Context: an optimization exercise on an open-source flow, tuned for small area, a short achievable clock period and few clock cycles per item. The choices shown serve that exercise and are no tape-out recipe. Where RTL was checked, it was by simulation tests only, not by an equivalence proof against the original. Power is estimated from default activity; no workload was simulated.

oak:
==> flow/design.v (excerpt) <==
module classifierTop (
    input  wire                   i_clk100,
    input  wire                   i_rstN,
    input  wire cnnPkg::camBus_t  i_cam,
    input  wire                   i_start,
    input  wire                   i_cfgWr,
    input  wire [4-1:0] i_cfgAddr,
    input  wire [15:0]            i_cfgData,
    output logic                  o_busy,
    output logic                  o_done,
    output cnnPkg::score_t        o_score,
    output logic                  o_led
);
Size: roughly 2,300 cells after synthesis, about 560 flip-flops, ~29,000 µm² of cells after synthesis.
==> flow/config.mk <==
export PLATFORM = sky130hd
export DESIGN_NAME = classifierTop
export DESIGN_NICKNAME = classifierTop
export VERILOG_FILES = /design/flow/design.v
export SDC_FILE = /design/flow/constraint.sdc
export NUM_CORES = 4
export LEC_CHECK = 0
export CAP_MARGIN = 20
export CORE_MARGIN = 2
export CORE_UTILIZATION = 40
export CTS_CLUSTER_DIAMETER = 100
export CTS_CLUSTER_SIZE = 24
export SLEW_MARGIN = 20
export SYNTH_HIERARCHICAL = 1
==> flow/constraint.sdc <==
create_clock -name core_clock -period 10.0 [get_ports {i_clk100}]
set_input_delay 2.0000 -clock core_clock [delete_from_list [all_inputs] [get_ports {i_clk100}]]
set_output_delay 2.0000 -clock core_clock [all_outputs]
set_load 0.01 [all_outputs]
standard.sh (not shown) runs the stock make flow with config.mk's settings and CLKGATE_MAP_FILE= SYNTH_SCRIPT=/design/flow/synth_recipe.tcl, a recipe that flattens the netlist after the stock synthesis.
==> flow/flow/run.sh <==
#!/bin/bash
set -euo pipefail
bash standard.sh SETUP_SLACK_MARGIN=6.7 "BUFFER_PORTS_ARGS=-buffer_cell sky130_fd_sc_hd__buf_2" finish > standard.log 2>&1
Every stage of the flow completed for oak, and the final layout passed the timing, design-rule and antenna checks.
Input-level comparison between pine and oak:
--- a/flow/design.v
+++ b/flow/design.v
@@ -32,50 +32,39 @@
     input  wire                   i_start,
     input  wire                   i_cfgWr,
     input  wire [4-1:0] i_cfgAddr,
     input  wire [15:0]            i_cfgData,
     output logic                  o_busy,
     output logic                  o_done,
     output cnnPkg::score_t        o_score,
     output logic                  o_led
 );
     logic [7:0]  kern [9];
     logic [7:0]  fcW  [4];
     logic [15:0] bias;
-    logic        cfgWrQ;
-    logic [3:0]  cfgAddrQ;
-    logic [15:0] cfgDataQ;
-    always_ff @(posedge i_clk100 or negedge i_rstN) begin
-        if (!i_rstN) cfgWrQ <= 1'b0;
-        else         cfgWrQ <= i_cfgWr;
-    end
-    always_ff @(posedge i_clk100) begin
-        cfgAddrQ <= i_cfgAddr;
-        cfgDataQ <= i_cfgData;
-    end
     logic [13:0] cfgSet;
     always_ff @(posedge i_clk100 or negedge i_rstN) begin
         if (!i_rstN)
             cfgSet <= '0;
-        else if (cfgWrQ)
+        else if (i_cfgWr)
             for (int r = 0; r < 14; r++)
-                if (cfgAddrQ == 4'(r)) cfgSet[r] <= 1'b1;
+                if (i_cfgAddr == 4'(r)) cfgSet[r] <= 1'b1;
     end
     always_ff @(posedge i_clk100) begin
-        if (cfgWrQ) begin
+        if (i_cfgWr) begin
             for (int t = 0; t < 9; t++)
-                if (cfgAddrQ == 4'(t)) kern[t] <= cfgDataQ[7:0];
+                if (i_cfgAddr == 4'(t)) kern[t] <= i_cfgData[7:0];
             for (int w = 0; w < 4; w++)
-                if (cfgAddrQ == 4'(9 + w)) fcW[w] <= cfgDataQ[7:0];
-            if (cfgAddrQ == 4'd13) bias <= cfgDataQ;
+                if (i_cfgAddr == 4'(9 + w)) fcW[w] <= i_cfgData[7:0];
+            if (i_cfgAddr == 4'd13) bias <= i_cfgData;
         end
     end
     logic [7:0]  fcWv [4];      
     logic [15:0] biasV;
     always_comb begin
         for (int w = 0; w < 4; w++) fcWv[w] = cfgSet[9 + w] ? fcW[w] : 8'd0;
         biasV = cfgSet[13] ? bias : 16'd0;
     end
     wire [7:0] camData = i_cam[7:0];
     wire       camVs   = i_cam[9];
     wire       camHref = i_cam[8];
     logic       busy;           
Notes after the runs:
Having completed the whole flow, pine delivered a layout that passed the timing, design-rule and antenna checks.
pine vs oak, highest metal layer with signal wires: met5 vs met4
Run comparison: pine worst-path cell with the longest stage delay nor2_1; oak worst-path cell with the longest stage delay edfxtp_1
Diff oak -> pine: die area now smaller; post-synthesis cell type count shrank by about 4%; number of buffers outside the clock class in the layout dropped 0.81%; clock-pin slew of the registers on the worst-case setup and hold paths essentially unchanged.
~same met3 track utilization from global routing in pine and oak
Re cts-stage hold buffer count: no difference whatsoever between oak and pine.
Changes observed in pine relative to oak: clock-cell share of area now larger, number of rows in the core area went down by 1, global-route wire length before repair fell 3.1%.
No run of this note included a check of the RTL's function; only the layout flow was run.


== old ==
Another version of the RTL of classifierTop (not shown whole).
Size: about 2300 cells after synthesis, about 69 I/O pins, about 0.029 sq mm of cells after synthesis.
Settings: LEC_CHECK=0, CAP_MARGIN=20, CORE_MARGIN=2, CORE_UTILIZATION=40, CTS_CLUSTER_DIAMETER=100, CTS_CLUSTER_SIZE=24, SLEW_MARGIN=20, SYNTH_HIERARCHICAL=1; clock period 10.0 ns.
Scripts as last shown in full above: flow/flow/run.sh
[inputs] new vs old
diff --git a/flow/design.v b/flow/design.v
--- a/flow/design.v
+++ b/flow/design.v
@@ -35,29 +35,40 @@
     input  wire [15:0]            i_cfgData,
     output logic                  o_busy,
     output logic                  o_done,
     output cnnPkg::score_t        o_score,
     output logic                  o_led
 );
     logic [7:0]  kern [9];
     logic [7:0]  fcW  [4];
     logic [15:0] bias;
+    logic        cfgWrQ;
+    logic [3:0]  cfgAddrQ;
+    logic [15:0] cfgDataQ;
+    always_ff @(posedge i_clk100 or negedge i_rstN) begin
+        if (!i_rstN) cfgWrQ <= 1'b0;
+        else         cfgWrQ <= i_cfgWr;
+    end
+    always_ff @(posedge i_clk100) begin
+        cfgAddrQ <= i_cfgAddr;
+        cfgDataQ <= i_cfgData;
+    end
     always_ff @(posedge i_clk100 or negedge i_rstN) begin
         if (!i_rstN) begin
             for (int t = 0; t < 9; t++) kern[t] <= '0;
             for (int w = 0; w < 4; w++) fcW[w] <= '0;
             bias <= '0;
-        end else if (i_cfgWr) begin
+        end else if (cfgWrQ) begin
             for (int t = 0; t < 9; t++)
-                if (i_cfgAddr == 4'(t)) kern[t] <= i_cfgData[7:0];
+                if (cfgAddrQ == 4'(t)) kern[t] <= cfgDataQ[7:0];
             for (int w = 0; w < 4; w++)
-                if (i_cfgAddr == 4'(9 + w)) fcW[w] <= i_cfgData[7:0];
-            if (i_cfgAddr == 4'd13) bias <= i_cfgData;
+                if (cfgAddrQ == 4'(9 + w)) fcW[w] <= cfgDataQ[7:0];
+            if (cfgAddrQ == 4'd13) bias <= cfgDataQ;
         end
     end
     wire [7:0] camData = i_cam[7:0];
     wire       camVs   = i_cam[9];
     wire       camHref = i_cam[8];
     logic       busy;           
     logic       waitVs;         
     logic       inFrame;        
     logic       phase;          
--- outcome ---
For area fraction in and, or, nand and nor cells after synthesis, old and new come out practically identical. | initial antenna violation count | new vs old | 7 lower |. From old to new the numbers moved as follows: count of placed standard cells in the final layout, fillers left out essentially unchanged; sequential cell fraction of total power shows an increase of 0.7 points; count of plain and timing-repair buffers in the layout went down; number of diodes added for antenna fixing now smaller. | via count | old vs new | ≈ equal |. Status: total power of the final layout parity (old, new). Looking only at multi-input logic portion of the cell area, and setting everything else aside, the lower value of old and new goes to new. Diff old -> new: summed area of non-filler cells in the final layout shows an increase of 190 sq um, routed wire length fell by about 1.6%, area growth from synthesis to layout now smaller.
Testbench counts of new, summed over its fixed seeds: cycles 38,907, tiles 192.
For old, only the layout was checked, not whether the RTL still works.

## afterwards: timing with drivers on the ports
The flow's constraints put no driver on any port. The routed layouts listed below were extracted and timed again, unchanged, in two steps. Step 1, drivers: a clkbuf_16 drives i_clk100 and a buf_2 each remaining input, both assumed. Step 2, shift: input delay + t, output delay - t, t = (earliest + latest rising clock arrival at the registers) / 2. This alone moves slack from input paths to output paths. Three values: ideal, step 1, step 2; two values: the first two.
run	shift t [ns]	setup WS [ns]	cell pins on the clock port's net
oak	0.666	6.772 / 6.743 / 6.151	1
pine	0.674	6.734 / 6.751 / 6.100	1
old	0.665	6.671 / 6.671 / 6.168	1
new	0.667	6.771 / 6.733 / 6.250	1
After both steps every run listed still meets setup and hold. The setup slack of pine, which loses most, moves by +0.017 ns with the drivers and by -0.634 ns with both steps.
